What follows belongs to an exercise in optimizing a design on an open flow for a short achievable clock period and few clock cycles; a production flow would make more cautious choices.
At most, simulation tests tie the RTL to the original design; equivalence was not proved.
No functional check of the RTL was part of run 1.
Power figures rest on the tool's default switching activity, not on a simulated workload.

[flow/run.sh]
#!/bin/bash
# synth_recipe.tcl (not shown) runs the flow's synth.tcl, then flattens the netlist and writes it again
# the make line also repeats each setting of config.mk as NAME=value (left out here)
make -C /OpenROAD-flow-scripts/flow DESIGN_CONFIG=/design/flow/config.mk WORK_HOME=/design/flow/orfs CLKGATE_MAP_FILE= SYNTH_SCRIPT=/design/flow/synth_recipe.tcl finish
[flow/config.mk]
export PLATFORM = sky130hd
export DESIGN_NAME = cpuTop
export DESIGN_NICKNAME = cpuTop
export VERILOG_FILES = /design/flow/design.v
export SDC_FILE = /design/flow/constraint.sdc
export NUM_CORES = 4
export LEC_CHECK = 0
export ABC_CLOCK_PERIOD_IN_PS = 3500
export CAP_MARGIN = 20
export CELL_PAD_IN_SITES_DETAIL_PLACEMENT = 1
export CELL_PAD_IN_SITES_GLOBAL_PLACEMENT = 2
export CORE_MARGIN = 2
export CORE_UTILIZATION = 35
export SETUP_SLACK_MARGIN = 5
export SLEW_MARGIN = 20
[flow/constraint.sdc]
create_clock -name core_clock -period 9.0 [get_ports {clock}]
set_input_delay 1.8000 -clock core_clock [delete_from_list [all_inputs] [get_ports {clock}]]
set_output_delay 1.8000 -clock core_clock [all_outputs]
set_load 0.01 [all_outputs]
[flow/design.v]
package cpuPkg;
    parameter int dataWidth = 32;
    parameter int regAddrWidth = 5;
    localparam logic [4:0] opRType = 5'b00000;
    localparam logic [4:0] opJ     = 5'b00001;
    localparam logic [4:0] opBne   = 5'b00010;
    localparam logic [4:0] opJal   = 5'b00011;
    localparam logic [4:0] opJr    = 5'b00100;
    localparam logic [4:0] opAddi  = 5'b00101;
    localparam logic [4:0] opBlt   = 5'b00110;
    localparam logic [4:0] opSw    = 5'b00111;
    localparam logic [4:0] opLw    = 5'b01000;
    localparam logic [4:0] aluAdd = 5'd0;
    localparam logic [4:0] aluSub = 5'd1;
    localparam logic [4:0] aluAnd = 5'd2;
    localparam logic [4:0] aluOr  = 5'd3;
    localparam logic [4:0] aluSll = 5'd4;
    localparam logic [4:0] aluSra = 5'd5;
    localparam logic [regAddrWidth-1:0] linkReg = 5'd31;  
    typedef struct packed {
        logic [4:0] opcode;
        logic [regAddrWidth-1:0] rd;
        logic [regAddrWidth-1:0] rs;
        logic [regAddrWidth-1:0] rt;
        logic [4:0] shamt;
        logic [4:0] aluOp;
        logic [1:0] spare;
    } rFmtT;
    typedef struct packed {
        logic [4:0] opcode;
        logic [regAddrWidth-1:0] rd;
        logic [regAddrWidth-1:0] rs;
        logic [16:0] imm;
    } iFmtT;
    typedef struct packed {
        logic [4:0] opcode;
        logic [26:0] target;
    } jFmtT;
    typedef union packed {
        rFmtT rFmt;
        iFmtT iFmt;
        jFmtT jFmt;
    } instrU;
    localparam instrU nopWord = '0;  
    typedef struct packed {
        logic taken;
        logic [dataWidth-1:0] target;
    } redirectT;
    typedef struct packed {
        logic en;
        logic [regAddrWidth-1:0] addr;
        logic [dataWidth-1:0] data;
    } wbReqT;
    typedef struct packed {
        logic [regAddrWidth-1:0] dest;
        logic writesReg;
        logic isLoad;
        logic [dataWidth-1:0] value;  
    } stageTagT;
    function automatic logic [regAddrWidth-1:0] portBReg(instrU ins);
        case (ins.rFmt.opcode)
            opSw, opBne, opBlt, opJr: portBReg = ins.rFmt.rd;
            default: portBReg = ins.rFmt.rt;
        endcase
    endfunction
endpackage
`timescale 1ns/1ps
module pfxAdd #(
    parameter int W = 32
) (
    input  logic [W-1:0] a,
    input  logic [W-1:0] b,
    input  logic cin,
    output logic [W-1:0] s,
    output logic cout
);
    localparam int L = $clog2(W);
    logic [W-1:0] g [0:L];
    logic [W-1:0] p [0:L];
    logic [W:0] c;
    assign g[0] = a & b;
    assign p[0] = a ^ b;
    for (genvar l = 0; l < L; l++) begin : lvl
        for (genvar i = 0; i < W; i++) begin : bit_
            if (i >= (1 << l)) begin : mrg
                assign g[l+1][i] = g[l][i] | (p[l][i] & g[l][i-(1<<l)]);
                assign p[l+1][i] = p[l][i] & p[l][i-(1<<l)];
            end else begin : pass
                assign g[l+1][i] = g[l][i];
                assign p[l+1][i] = p[l][i];
            end
        end
    end
    assign c[0] = cin;
    for (genvar i = 0; i < W; i++) begin : cy
        assign c[i+1] = g[L][i] | (p[L][i] & cin);
    end
    assign s = p[0] ^ c[W-1:0];
    assign cout = c[W];
endmodule
module cpuTop (
    input  logic clock,
    input  logic rstN,
    output logic [31:0] imemAddress,
    input  logic [31:0] imemData,
    output logic [31:0] dmemAddress,
    output logic [31:0] dmemData,
    output logic dmemWren,
    input  logic [31:0] dmemQ
);
    localparam logic [4:0] opR = 5'd0, opJ = 5'd1, opBne = 5'd2, opJal = 5'd3, opJr = 5'd4,
                           opAddi = 5'd5, opBlt = 5'd6, opSw = 5'd7, opLw = 5'd8;
    localparam int bpBits = 6;
    localparam int jtBits = 3;
    function automatic logic [1:0] bpNext(input logic [1:0] c, input logic t);
        if (t) bpNext = (c == 2'd3) ? c : c + 2'd1;
        else   bpNext = (c == 2'd0) ? c : c - 2'd1;
    endfunction
    logic [31:0] pc;
    logic [31:0] specLink, archLink;
    logic        redirQ;                       
    logic [1:0]  bpTab [0:(1<<bpBits)-1];
    logic        bpSeen [0:(1<<bpBits)-1];     
    logic [31:0] jtTab [0:(1<<jtBits)-1];      
    logic        bpUpd;                        
    logic [bpBits-1:0] bpUpdIdx;
    logic        bpUpdTk, bpUpdPred;
    logic        jtUpd;
    logic [jtBits-1:0] jtUpdIdx;
    logic [31:0] jtUpdTgt;
    logic        vD;
    logic [4:0]  srcAD, srcBD, destD;
    logic        isRD, isAddiD, isLwD, isSwD, isBrD, isBltD, isJrD, isJalD, weD, useAD, useBD;
    logic [4:0]  fnD, shD;
    logic [16:0] immD;
    logic [31:0] pcP1D, altD, predTgtD;
    logic        predTkD, jrLinkD;
    logic [bpBits-1:0] bpIdxD;
    logic        vE, lateE, weE, ldE, stE, brE, bltE, jrE, jalE;
    logic [4:0]  rdE, shE;
    logic [31:0] xE, yE, sE;
    logic        fXmE, fXwE, fXrE, fYmE, fYwE, fYrE, fSmE, fSwE, fSrE;
    logic        sdLdE, lXE, lYE;
    logic        selAddE, selSubE, selAndE, selOrE, selSllE, selSraE, selLinkE;
    logic [31:0] pcP1E, altE, predTgtE;
    logic        predTkE, jrLinkE;
    logic [bpBits-1:0] bpIdxE;
    logic [31:0] resM, sdM;
    logic [4:0]  rdM;
    logic        weM, ldM, wrenM;
    logic        lateM, brM, bltM, jrM, predTkM, jrLinkM;
    logic [31:0] cAM, cBM, altM, predTgtM;
    logic [bpBits-1:0] bpIdxM;
    logic [31:0] wbW;
    logic [4:0]  rdW;
    logic        weW;
    logic [31:0] regs [1:31];
    logic        stall, redirect, redirE, redirM;
    logic [31:0] redirTgt;
    logic [4:0]  opF, rdF, rsF, rtF;
    logic        isBrF, isJF, isJrF, isJalF;
    logic [31:0] pcP1F, brTgtF, jTgtF, predTgtF, jrTgtF, linkF, fetchNext, nextPc;
    logic        predTkF, bpHit;
    logic [16:0] lowSum;
    logic        lowCy;
    logic [14:0] upP1, upM1, upSel;
    logic [bpBits-1:0] bpIdxF;
    assign imemAddress = pc;
    assign opF    = imemData[31:27];
    assign rdF    = imemData[26:22];
    assign rsF    = imemData[21:17];
    assign rtF    = imemData[16:12];
    assign isBrF  = opF == opBne || opF == opBlt;
    assign isJF   = opF == opJ;
    assign isJalF = opF == opJal;
    assign isJrF  = opF == opJr;
    for (genvar i = 0; i < 32; i++) begin : incr
        if (i == 0) assign pcP1F[i] = !pc[0];
        else assign pcP1F[i] = pc[i] ^ (&pc[i-1:0]);
    end
    assign jTgtF  = {5'b0, imemData[26:0]};
    assign bpIdxF = pc[bpBits-1:0];
    pfxAdd #(.W(17)) brAdd (.a(pc[16:0]), .b(imemData[16:0]), .cin(1'b1), .s(lowSum), .cout(lowCy));
    for (genvar i = 0; i < 15; i++) begin : updn
        if (i == 0) begin : b0
            assign upP1[i] = !pc[17];
            assign upM1[i] = !pc[17];
        end else begin : bn
            assign upP1[i] = pc[17+i] ^ (&pc[17+i-1:17]);
            assign upM1[i] = pc[17+i] ^ !(|pc[17+i-1:17]);
        end
    end
    always_comb begin
        case ({lowCy, imemData[16]})
            2'b10:   upSel = upP1;
            2'b01:   upSel = upM1;
            default: upSel = pc[31:17];
        endcase
    end
    assign brTgtF = {upSel, lowSum};
    assign linkF  = redirQ ? archLink : specLink;
    assign jrTgtF = (rdF == 5'd31) ? linkF : jtTab[pc[jtBits-1:0]];
    assign bpHit  = bpSeen[bpIdxF] ? bpTab[bpIdxF][1] : (opF == opBne || imemData[16]);
    assign predTkF  = isJF || isJalF || isJrF || (isBrF && bpHit);
    assign predTgtF = isJrF ? jrTgtF : (isBrF ? brTgtF : jTgtF);
    assign fetchNext = stall ? pc : (predTkF ? predTgtF : pcP1F);
    assign nextPc = redirect ? redirTgt : fetchNext;
    always_ff @(posedge clock or negedge rstN) begin
        if (!rstN) begin
            pc <= '0;
            vD <= 1'b0;
            specLink <= '0;
            redirQ <= 1'b0;
        end else begin
            pc <= nextPc;
            vD <= !redirect;
            redirQ <= redirect;
            specLink <= (!stall && isJalF) ? pcP1F : linkF;
        end
    end
    always_ff @(posedge clock) begin
        if (!stall) begin
            srcAD <= rsF;
            srcBD <= (opF == opSw || isBrF || isJrF) ? rdF : rtF;
            destD <= isJalF ? 5'd31 : rdF;
            isRD <= opF == opR;
            isAddiD <= opF == opAddi;
            isLwD <= opF == opLw;
            isSwD <= opF == opSw;
            isBrD <= isBrF;
            isBltD <= opF == opBlt;
            isJrD <= isJrF;
            isJalD <= isJalF;
            weD <= (opF == opR || opF == opAddi || opF == opLw) ? (rdF != 5'd0) : isJalF;
            useAD <= opF == opR || opF == opAddi || opF == opLw || opF == opSw || isBrF;
            useBD <= opF == opR || isBrF || isJrF;
            fnD <= (opF == opR) ? imemData[6:2] : 5'd0;
            shD <= imemData[11:7];
            immD <= imemData[16:0];
            pcP1D <= pcP1F;
            altD <= predTkF ? pcP1F : brTgtF;
            predTgtD <= jrTgtF;
            predTkD <= predTkF;
            jrLinkD <= rdF == 5'd31;
            bpIdxD <= bpIdxF;
        end
    end
    logic [31:0] rA, rB, immExtD;
    logic        ldHazD, immSelD, fXm, fXw, fYm, fYw, fSm, fSw;
    assign immExtD = {{15{immD[16]}}, immD};
    assign immSelD = isAddiD || isLwD || isSwD;
    assign rA = (srcAD == 5'd0) ? 32'd0 : (weW && rdW == srcAD) ? wbW : regs[srcAD];
    assign rB = (srcBD == 5'd0) ? 32'd0 : (weW && rdW == srcBD) ? wbW : regs[srcBD];
    assign ldHazD = vD && ldE && ((useAD && srcAD == rdE) || (useBD && srcBD == rdE));
    assign stall = ldHazD && !(isBrD || isJrD);
    assign fXm = weE && rdE == srcAD;
    assign fXw = weM && rdM == srcAD;
    assign fYm = !immSelD && weE && rdE == srcBD;
    assign fYw = !immSelD && weM && rdM == srcBD;
    assign fSm = weE && rdE == srcBD;
    assign fSw = weM && rdM == srcBD;
    always_ff @(posedge clock or negedge rstN) begin
        if (!rstN) begin
            vE <= 1'b0; lateE <= 1'b0;
            weE <= 1'b0; ldE <= 1'b0; stE <= 1'b0; brE <= 1'b0; jrE <= 1'b0; jalE <= 1'b0;
        end else begin
            vE    <= vD && !redirect && !stall;
            lateE <= vD && !redirect && ldHazD && (isBrD || isJrD);
            weE   <= vD && !redirect && !stall && weD;
            ldE   <= vD && !redirect && !stall && isLwD && weD;
            stE   <= vD && !redirect && !stall && isSwD;
            brE   <= vD && !redirect && !stall && isBrD;
            jrE   <= vD && !redirect && !stall && isJrD;
            jalE  <= vD && !redirect && !stall && isJalD;
        end
    end
    always_ff @(posedge clock) begin
        rdE <= destD;
        shE <= shD;
        bltE <= isBltD;
        xE <= rA;
        yE <= immSelD ? immExtD : rB;
        sE <= rB;
        fXmE <= fXm;
        fXwE <= !fXm && fXw;
        fXrE <= !fXm && !fXw;
        fYmE <= fYm;
        fYwE <= !fYm && fYw;
        fYrE <= !fYm && !fYw;
        fSmE <= fSm;
        fSwE <= !fSm && fSw;
        fSrE <= !fSm && !fSw;
        sdLdE <= ldE && rdE == srcBD;
        lXE <= ldE && rdE == srcAD;
        lYE <= ldE && rdE == srcBD;
        selSubE  <= fnD == 5'd1;
        selAndE  <= fnD == 5'd2;
        selOrE   <= fnD == 5'd3;
        selSllE  <= fnD == 5'd4;
        selSraE  <= fnD == 5'd5;
        selLinkE <= isJalD;
        selAddE  <= !isJalD && !(fnD >= 5'd1 && fnD <= 5'd5);
        pcP1E <= pcP1D;
        altE <= altD;
        predTgtE <= predTgtD;
        predTkE <= predTkD;
        jrLinkE <= jrLinkD;
        bpIdxE <= bpIdxD;
    end
    logic [31:0] X, Y, S, sum, diff, res;
    logic        ltU, ne, lt, takenE, cyS, cyD;
    assign X = ({32{fXmE}} & resM) | ({32{fXwE}} & wbW) | ({32{fXrE}} & xE);
    assign Y = ({32{fYmE}} & resM) | ({32{fYwE}} & wbW) | ({32{fYrE}} & yE);
    assign S = ({32{fSmE}} & resM) | ({32{fSwE}} & wbW) | ({32{fSrE}} & sE);
    pfxAdd #(.W(32)) addU (.a(X), .b(Y), .cin(1'b0), .s(sum), .cout(cyS));
    pfxAdd #(.W(32)) subU (.a(X), .b(~Y), .cin(1'b1), .s(diff), .cout(cyD));
    logic [31:0] sraRes;
    assign sraRes = $signed(X) >>> shE;
    assign res = ({32{selAddE}} & sum) | ({32{selSubE}} & diff) |
                 ({32{selAndE}} & (X & Y)) | ({32{selOrE}} & (X | Y)) |
                 ({32{selSllE}} & (X << shE)) | ({32{selSraE}} & sraRes) |
                 ({32{selLinkE}} & pcP1E);
    logic [30:0] cmpS;
    pfxAdd #(.W(31)) cmpU (.a(Y[30:0]), .b(~X[30:0]), .cin(1'b1), .s(cmpS), .cout(ltU));
    assign lt = (X[31] != Y[31]) ? Y[31] : !ltU;
    assign ne = X != Y;
    assign takenE = bltE ? lt : ne;
    assign redirE = !lateE && ((brE && (takenE != predTkE)) || (jrE && (Y != predTgtE)));
    logic takenM;
    assign takenM = bltM ? ($signed(cBM) < $signed(cAM)) : (cAM != cBM);
    assign redirM = lateM && ((brM && (takenM != predTkM)) || (jrM && (cBM != predTgtM)));
    assign redirect = redirE || redirM;
    assign redirTgt = redirM ? (jrM ? cBM : altM) : (jrE ? Y : altE);
    always_ff @(posedge clock or negedge rstN) begin
        if (!rstN) begin
            archLink <= '0;
            bpUpd <= 1'b0;
            jtUpd <= 1'b0;
            for (int i = 0; i < (1<<bpBits); i++) begin
                bpTab[i] <= 2'd2;
                bpSeen[i] <= 1'b0;
            end
            for (int i = 0; i < (1<<jtBits); i++) jtTab[i] <= '0;
        end else begin
            if (jalE && !redirM) archLink <= pcP1E;
            bpUpd <= brE && !lateE && !redirM;
            jtUpd <= jrE && !lateE && !redirM && !jrLinkE;
            if (bpUpd) begin
                bpSeen[bpUpdIdx] <= 1'b1;
                bpTab[bpUpdIdx] <= bpNext(bpSeen[bpUpdIdx] ? bpTab[bpUpdIdx] : {bpUpdPred, !bpUpdPred}, bpUpdTk);
            end
            if (lateM && brM) begin
                bpSeen[bpIdxM] <= 1'b1;
                bpTab[bpIdxM] <= bpNext(bpSeen[bpIdxM] ? bpTab[bpIdxM] : {predTkM, !predTkM}, takenM);
            end
            if (jtUpd) jtTab[jtUpdIdx] <= jtUpdTgt;
            if (lateM && jrM && !jrLinkM) jtTab[bpIdxM[jtBits-1:0]] <= cBM;
        end
    end
    always_ff @(posedge clock) begin
        bpUpdIdx <= bpIdxE;
        bpUpdTk <= takenE;
        bpUpdPred <= predTkE;
        jtUpdIdx <= bpIdxE[jtBits-1:0];
        jtUpdTgt <= Y;
    end
    always_ff @(posedge clock or negedge rstN) begin
        if (!rstN) begin
            weM <= 1'b0; ldM <= 1'b0; wrenM <= 1'b0; lateM <= 1'b0;
        end else begin
            weM <= weE && !redirM;
            ldM <= ldE && !redirM;
            wrenM <= stE && !redirM;
            lateM <= lateE && !redirM;
        end
    end
    always_ff @(posedge clock) begin
        resM <= res;
        rdM <= rdE;
        sdM <= sdLdE ? dmemQ : S;
        cAM <= lXE ? dmemQ : X;
        cBM <= lYE ? dmemQ : Y;
        brM <= brE;
        bltM <= bltE;
        jrM <= jrE;
        predTkM <= predTkE;
        predTgtM <= predTgtE;
        altM <= altE;
        jrLinkM <= jrLinkE;
        bpIdxM <= bpIdxE;
    end
    assign dmemAddress = resM;
    assign dmemData = sdM;
    assign dmemWren = wrenM;
    always_ff @(posedge clock or negedge rstN) begin
        if (!rstN) weW <= 1'b0;
        else weW <= weM;
    end
    always_ff @(posedge clock) begin
        wbW <= ldM ? dmemQ : resM;
        rdW <= rdM;
    end
    always_ff @(posedge clock or negedge rstN) begin
        if (!rstN) begin
            for (int i = 1; i < 32; i++) regs[i] <= '0;
        end else if (weW) begin
            regs[rdW] <= wbW;
        end
    end
endmodule
==> results of run 1 <==
[state kept, by name, indices dropped and copies added, names as in the netlist, 64 cells and up]
name / cells
jtTab: 256
regs: 992
bpSeen: 64
bpTab: 128
[area by class of cell]
type	count	area, um^2
fillers	33100	180000
multi-input cells	7038	55100
flip-flops and latches	2210	53800
clock buffers	396	8100
repair buffers	819	7950
well taps	4140	5180
clock inverters	93	992
inverters	210	865
diodes	12	30.0
[where the power goes]
part	switching [uW]	internal, uW	total [uW]
Combinational	5530	2900	8430
Sequential	1470	11500	13000
Clock	4730	6680	11400
[stage by stage]
| stage | utilization [%] | hold slack (ps) | total power (uW) | cell area [um^2] | cells |
|---|---|---|---|---|---|
| final | 42.3 | 324 | 32800 | 132000 | 14900 |
| after global routing | 42.3 | 331 | 33700 | 132000 | 14900 |
| after CTS | 41.8 | 325 | 32400 | 130000 | 14800 |
| after detailed placement | 37.6 | 313 | 20000 | 117000 | 14100 |
| after global placement | 37.6 | 312 | 19900 | 117000 | 14100 |
| after floorplan | - | 310 | 16000 | 110000 | 10400 |
[worst max-delay path, stage by stage (launching register included)]
cell       delay [ps]
dfxtp_2           310
buf_6             200
a222oi_1          410
buf_4             280
inv_1             180
ha_1              480
nand2_1           120
nor2_1             60
and3_1            250
and3_1            240
a2111oi_4         520
a21oi_2           150
a31oi_4           220
xnor2_2           140
o211a_4           220
buf_12            140
buf_16            150
buf_12            170
mux2i_2           220
[Yosys cell counts, drive strengths merged, types with 39 or more instances]
cell,count,share of area (%)
edfxtp,151,4.1
ha,167,1.9
o211ai,61,0.42
o21ai,475,2.2
or2,39,0.22
and3,50,0.28
a22oi,741,5.1
nand2,588,2.0
clkbuf,784,2.7
a32oi,50,0.41
a221oi,173,1.4
and2,48,0.27
xnor2,87,0.69
a21oi,567,2.6
nor2b,42,0.24
nor4,87,0.50
buf,206,0.76
nand4,204,1.2
inv,206,0.70
nand2b,96,0.55
nand3,274,1.2
a22o,152,1.2
dfrtp,1488,34
mux2i,476,4.3
nor2,665,2.3
a222oi,144,1.3
nor3,98,0.45
mux2,1144,12
a211oi,45,0.31
dfstp,64,1.5
xor2,91,0.73
dfxtp,507,9.2
[per-layer routing]
metal | vias to the layer above | routed length (um) | share of wire (%)
met5 | - | 171 | 0.028
met4 | 24 | 48500 | 7.8
met3 | 1814 | 44600 | 7.2
met2 | 5209 | 289000 | 47
met1 | 51200 | 239000 | 38
li1 | 39100 | - | -
[worst min-delay path by stage]
stage | slack [ps] | depth (start not counted) | end
after floorplan | 310 | 0 | bpUpdIdx[2]
after global placement | 310 | 0 | jtUpdIdx[1]
after detailed placement | 310 | 0 | bpUpdIdx[5]
after CTS | 320 | 0 | bpUpdIdx[5]
after global routing | 330 | 0 | bpUpdIdx[5]
final | 320 | 0 | bpUpdIdx[5]
[kinds of logic after synthesis]
group | count (synthesis)
fa+ha+maj | 178
xor+xnor | 178
simple gates | 2303
buf+inv | 1200
compound gates | 2750
mux | 1624
flops | 2210
[what timing repair did]
item	4_1_cts	5_1_grt
cloned	22	3
pin swaps	100	104
setup endpoints to repair	409	221
resized for setup	493	231
setup buffers	188	60
==> out/qor.csv, run 1 <==
stage,metric,value,unit
run_status,outcome,finished clean,
setup_path,CP startpoint,fXmE,
route,"antenna viol nets, final",0,
logic_synthesis,syn avg cell area,10.5,um^2
logic_synthesis,Synth Area in XOR/XNOR,1.42,%
floorplanning,num rows,205,
clock_network,hold buffer count at cts,0,
logic_synthesis,mux cell area share after synthesis,16.1,%
clock_network,Clock transition at path regs,60,ps
job,max capacitance violation total,0,
setup_path,R2R depth,18,
placed_design,post-DP HPWL,395,mm
grt,antenna violations before repair,33,
floorplanning,die width,564,um
pwr,static leakage,0.0580,uW
logic_synthesis,count of cell types in the netlist,96,
clock_network,clock sinks,2210,
grt,vias in the first global route,98600,
logic_synthesis,async set-or-reset flop fraction in the synthesized netlist,70.2,%
placed_design,pre-CTS setup slack,1910,ps
logic_synthesis,Compound-Gate Fraction of Synth Area,17.4,%
final_layout,"most common cell after layout, fill and taps aside",dfrtp_1,
pwr,VDD IR max,0.236,mV
route,DR pass1 iterations,12,
sta,Slew headroom,14.3,%
logic_synthesis,Synth Area in Simple Gates,10.1,%
final_layout,layout cell share with drive strength beyond 1,27.0,%
route,1st-iter DRT viols,11400,
route,Vias per Instance,6.53,
logic_synthesis,"Seq/Total Area, Yosys",48.8,%
placed_design,Placer Congestion,0.938,
floorplanning,Starting Density,35.2,%
grt,grt met2 use,61.9,%
sta,setup violators final,0,
sta,Final Hold Viols,0,
setup_path,CP Class,register to register,
setup_path,worst r2r src,fXmE,
hold_path,Hold Crit Class,register to register,
setup_path,startpoint class of the critical path,register,
setup_path,CP Data Arrival Time,5440,ps
sta,Worst Skew,75.8,ps
sta,RSZ-0062 raised after global routing,true,
placed_design,IO buf count,162,
grt,largest net degree at the start of global routing,169,
hold_path,hold_sp,bpIdxE[5],
setup_path,reg-to-reg endpoint,pc[20],
setup_path,reg2reg setup slack,4350,ps
clock_network,worst skew pair latency,940,ps
logic_synthesis,yosys synthesis warning count,14,
sta,setup_tns,0,ps
grt,met3 Use GR,6.92,%
sta,Slew @ Worst Pin,1290,ps
logic_synthesis,"EDFF count, synth",151,
sta,period utilization,51.7,%
pwr,PD cells,249,nW/um^2
final_layout,Syn-to-layout area delta,20.1,%
setup_path,Worst EP required,9790,ps
sta,"Slew Viols, Final",0,
final_layout,"commonest non-fill, non-tap cells in the layout","dfrtp_1 (1,469), mux2_2 (1,111), a22oi_1 (741), nor2_1 (562), nand2_1 (545)",
setup_path,Worst Setup End Kind,register,
logic_synthesis,Seq cells post-synth,2210,
route,DR WL/cell,41.7,um
sta,Final Critical Period,4650,ps
grt,GR peak layer,met2,
grt,GR Layer Usage met1,46.0,%
clock_network,clk buf depth,4,
clock_network,CTS tree,built,
setup_path,Crit Path Max Fanout,36,
grt,Total GRT Usage,38.0,%
logic_synthesis,Mapped Cells,10400,
floorplanning,Die Y,564,um
route,DR vias,97400,
logic_synthesis,Synth Net Count,10700,
clock_network,H-tree levels,5,
clock_network,CTS buffer count,272,
route,Routed WL,622,mm
floorplanning,core area,312000,um^2
route,DRC viols,0,
clock_network,root buffer cell,clkbuf_16,
sta,Fmax,0.215,GHz
floorplanning,die area,318000,um^2
sta,worst setup margin,4350,ps
grt,gr ovfl total,0,
logic_synthesis,adder-cell share of the synthesized area,2.01,%
final_layout,final net count,10800,
logic_synthesis,prevailing post-synth register cell,dfrtp_1,
logic_synthesis,combinational family with the most area after synthesis,compound AO/OA/AOI/OAI gates,
logic_synthesis,Mapped Area,110000,um^2
floorplanning,io pins,163,
setup_path,critical path capture point,pc[20],
grt,first-pass GRT wire length,846,mm
==> run 2, diff against run 1 <==
--- a/flow/design.v
+++ b/flow/design.v
@@ -74,7 +74,7 @@
     output logic [W-1:0] s,
     output logic cout
 );
-    localparam int L = $clog2(W);
+    localparam int L = 5;              
     logic [W-1:0] g [0:L];
     logic [W-1:0] p [0:L];
     logic [W:0] c;
==> out/qor.csv, run 2 <==
stage,metric,value,unit,change
route,DRC viols,0,,unchanged
final_layout,final net count,10800,,unchanged
sta,Fmax,0.215,GHz,unchanged
setup_path,startpoint class of the critical path,register,,unchanged
logic_synthesis,Synth Area in XOR/XNOR,1.42,%,unchanged
route,DR pass1 iterations,12,,unchanged
logic_synthesis,top-count cell post-synth,dfrtp_1,,unchanged
pwr,VDD IR max,0.236,mV,unchanged
clock_network,Clock transition at path regs,60,ps,about the same
floorplanning,num rows,205,,unchanged
sta,Worst Skew,75.8,ps,unchanged
setup_path,Worst EP required,9790,ps,about the same
logic_synthesis,combinational family with the most area after synthesis,compound AO/OA/AOI/OAI gates,,unchanged
placed_design,placed insts,14100,,unchanged
route,Routed WL,622,mm,unchanged
logic_synthesis,adder-cell share of the synthesized area,2.01,%,unchanged
sta,setup_tns,0,ps,unchanged
sta,RSZ-0062 raised after global routing,true,,unchanged
grt,gr ovfl total,0,,unchanged
setup_path,CP Class,register to register,,unchanged
clock_network,CTS tree,built,,unchanged
logic_synthesis,cell taking the most area after synthesis,dfrtp_1,,unchanged
logic_synthesis,top cell type's share of synthesized area,33.9,%,unchanged
sta,Final Hold Viols,0,,unchanged
route,DR vias,97400,,unchanged
logic_synthesis,"EDFF count, synth",151,,unchanged
logic_synthesis,Compound-Gate Fraction of Synth Area,17.4,%,unchanged
logic_synthesis,"Seq/Total Area, Yosys",48.8,%,unchanged
sta,setup violators final,0,,unchanged
route,"antenna viol nets, final",0,,unchanged
logic_synthesis,mux cell area share after synthesis,16.1,%,unchanged
floorplanning,Die Y,564,um,unchanged
floorplanning,core area,312000,um^2,unchanged
floorplanning,Starting Density,35.2,%,unchanged
floorplanning,die area,318000,um^2,unchanged
logic_synthesis,count of cell types in the netlist,96,,unchanged
grt,Total GRT Usage,38.0,%,unchanged
logic_synthesis,Commonest cells post-synth,"dfrtp_1 (1,488), mux2_2 (1,112), clkbuf_1 (784)",,unchanged
clock_network,hold buffer count at cts,0,,unchanged
route,Vias per Instance,6.53,,unchanged
logic_synthesis,synth top area cells,"dfrtp_1 (34%), mux2_2 (11%), dfxtp_1 (9.2%)",,unchanged
final_layout,fillcell total,33100,,unchanged
setup_path,reg2reg setup slack,4350,ps,about the same
pwr,static leakage,0.0580,uW,unchanged
final_layout,Largest regs,"regs x992, jtTab x256, bpTab x128",,unchanged
final_layout,layout cell share with drive strength beyond 1,27.0,%,unchanged
pwr,PD cells,249,nW/um^2,unchanged
final_layout,Top reg by flops,regs,,unchanged
logic_synthesis,yosys synthesis warning count,14,,unchanged
clock_network,root buffer cell,clkbuf_16,,unchanged
placed_design,Placer Congestion,0.938,,unchanged
sta,Slew @ Worst Pin,1290,ps,unchanged
final_layout,Syn-to-layout area delta,20.1,%,unchanged
route,1st-iter DRT viols,11400,,unchanged
hold_path,Hold Crit Class,register to register,,unchanged
clock_network,clock sinks,2210,,unchanged
logic_synthesis,Synth Net Count,10700,,unchanged
final_layout,Layout Cells excl Fill,14900,,unchanged
final_layout,"most common cell after layout, fill and taps aside",dfrtp_1,,unchanged
clock_network,CTS buffer count,272,,unchanged
grt,vias in the first global route,98600,,unchanged
setup_path,Worst Setup End Kind,register,,unchanged
grt,antenna violations before repair,33,,unchanged
final_layout,max reg flops,992,,unchanged
logic_synthesis,syn avg cell area,10.5,um^2,unchanged
setup_path,Crit Path Max Fanout,36,,unchanged
grt,first-pass GRT wire length,846,mm,unchanged
logic_synthesis,Synth Area in Simple Gates,10.1,%,unchanged
clock_network,worst skew pair latency,940,ps,about the same
logic_synthesis,async set-or-reset flop fraction in the synthesized netlist,70.2,%,unchanged
route,DR WL/cell,41.7,um,unchanged
setup_path,CP Data Arrival Time,5440,ps,about the same
logic_synthesis,Mapped Cells,10400,,unchanged
clock_network,H-tree levels,5,,unchanged
sta,"Slew Viols, Final",0,,unchanged
floorplanning,die width,564,um,unchanged
logic_synthesis,prevailing post-synth register cell,dfrtp_1,,unchanged
logic_synthesis,Mapped Area,110000,um^2,unchanged
job,max capacitance violation total,0,,unchanged
placed_design,post-DP HPWL,395,mm,unchanged
sta,Final Critical Period,4650,ps,unchanged
final_layout,"commonest non-fill, non-tap cells in the layout","dfrtp_1 (1,469), mux2_2 (1,111), a22oi_1 (741), nor2_1 (562), nand2_1 (545)",,unchanged
run_status,outcome,finished clean,,unchanged
placed_design,IO buf count,162,,unchanged
clock_network,clk buf depth,4,,unchanged
floorplanning,io pins,163,,unchanged
sta,period utilization,51.7,%,unchanged
grt,largest net degree at the start of global routing,169,,unchanged
logic_synthesis,Seq cells post-synth,2210,,unchanged
sta,Slew headroom,14.3,%,unchanged
[run 2: cell counts after synthesis]
Identical to the previous run, type by type.
[run 2: report_power, final]
part	switching, uW	internal [uW]
combinational	5530	2900
clock	4730	6680
sequential	1470	11500
[run 2: metal layers]
| layer | global-route usage, % | wire [um] |
|---|---|---|
| met1 | 46.0 | 239000 |
| met4 | 24.9 | 48500 |
| met3 | 6.92 | 44600 |
| met5 | 0 | 171 |
| met2 | 61.9 | 289000 |
[run 2: layout make-up]
type,instances,area [um^2],share of cell area (%)
inverters,210,865,0.655
repair buffers,819,7950,6.03
diodes,12,30.0,0.0228
multi-input cells,7038,55100,41.8
clock buffers,396,8100,6.14
well taps,4140,5180,3.93
flip-flops and latches,2210,53800,40.7
clock inverters,93,992,0.752
[run 2: logic make-up (layout without fill, tap and decap cells)]
logic type / after synthesis / in the layout
AO/OA/AOI/OAI: 2750 / 2754
XOR/XNOR: 178 / 178
adder cells (fa/ha/maj): 178 / 178
buffers and inverters: 1200 / 1518
flip-flops: 2210 / 2210
multiplexers: 1624 / 1624
other: 0 / 12
AND/OR/NAND/NOR: 2303 / 2304
[run 2: repair_timing]
item                                    4_1_cts  5_1_grt
gates resized for setup                     493      231
endpoints found under the setup margin      409      221
pin swaps                                   100      104
gates cloned                                 22        3
setup buffers                               188       60
[run 2: final timing paths]
check,start,to,depth (start not counted)
setup / recovery,fXmE,pc[20],18
hold / removal,bpIdxE[5],bpUpdIdx[5],0
setup reg to reg,fXmE,pc[20],18
hold reg to reg,bpIdxE[5],bpUpdIdx[5],0
max in group asynchronous,rstN,regs[22][12],3
min in group asynchronous,rstN,jtTab[7][28],1
[run 2: critical path, cell delays in order (launching register included)]
cell and delay (ps):
dfxtp_2 310, buf_6 200, a222oi_1 410, buf_4 280, inv_1 180, ha_1 480
nand2_1 120, nor2_1 60, and3_1 250, and3_1 240, a2111oi_4 520, a21oi_2 150
a31oi_4 220, xnor2_2 140, o211a_4 220, buf_12 140, buf_16 150, buf_12 170
mux2i_2 220
[run 2: through the flow]
step | hold WS, ps | total power, uW | worst slack (ps) | utilization, % | area (um^2)
detailed placement | 313 | 20000 | 1910 | 37.6 | 117000
global route | 331 | 33700 | 4290 | 42.3 | 132000
finish | 324 | 32800 | 4350 | 42.3 | 132000
floorplan | 310 | 16000 | 4060 | - | 110000
CTS | 325 | 32400 | 4420 | 41.8 | 130000
global placement | 312 | 19900 | 1920 | 37.6 | 117000
Testbench counts of run 2, summed over its fixed seeds: cycles 101,277.

## static timing again, ports no longer ideal
Ports are ideal in the flow. The routed layouts listed here were re-timed in OpenROAD. Step 1: set_driving_cell puts a clkbuf_16 on clock and a buf_2 on each other input, an assumption about the parent block. Step 2, shift: input delay + t, output delay - t, t = (earliest + latest rising clock arrival at the registers) / 2. This alone moves slack from input paths to output paths. Three values: no drivers, after step 1, after step 2; two values: the first two.
run | t, ns | setup slack, ns | worst register clock-pin slew, ns
run 1 | 1.019 | 4.348 / 4.348 / 3.523 | 0.07 / 0.07
run 2 | 1.019 | 4.348 / 4.348 / 3.523 | 0.07 / 0.07
After both steps setup and hold are still met in every run listed.
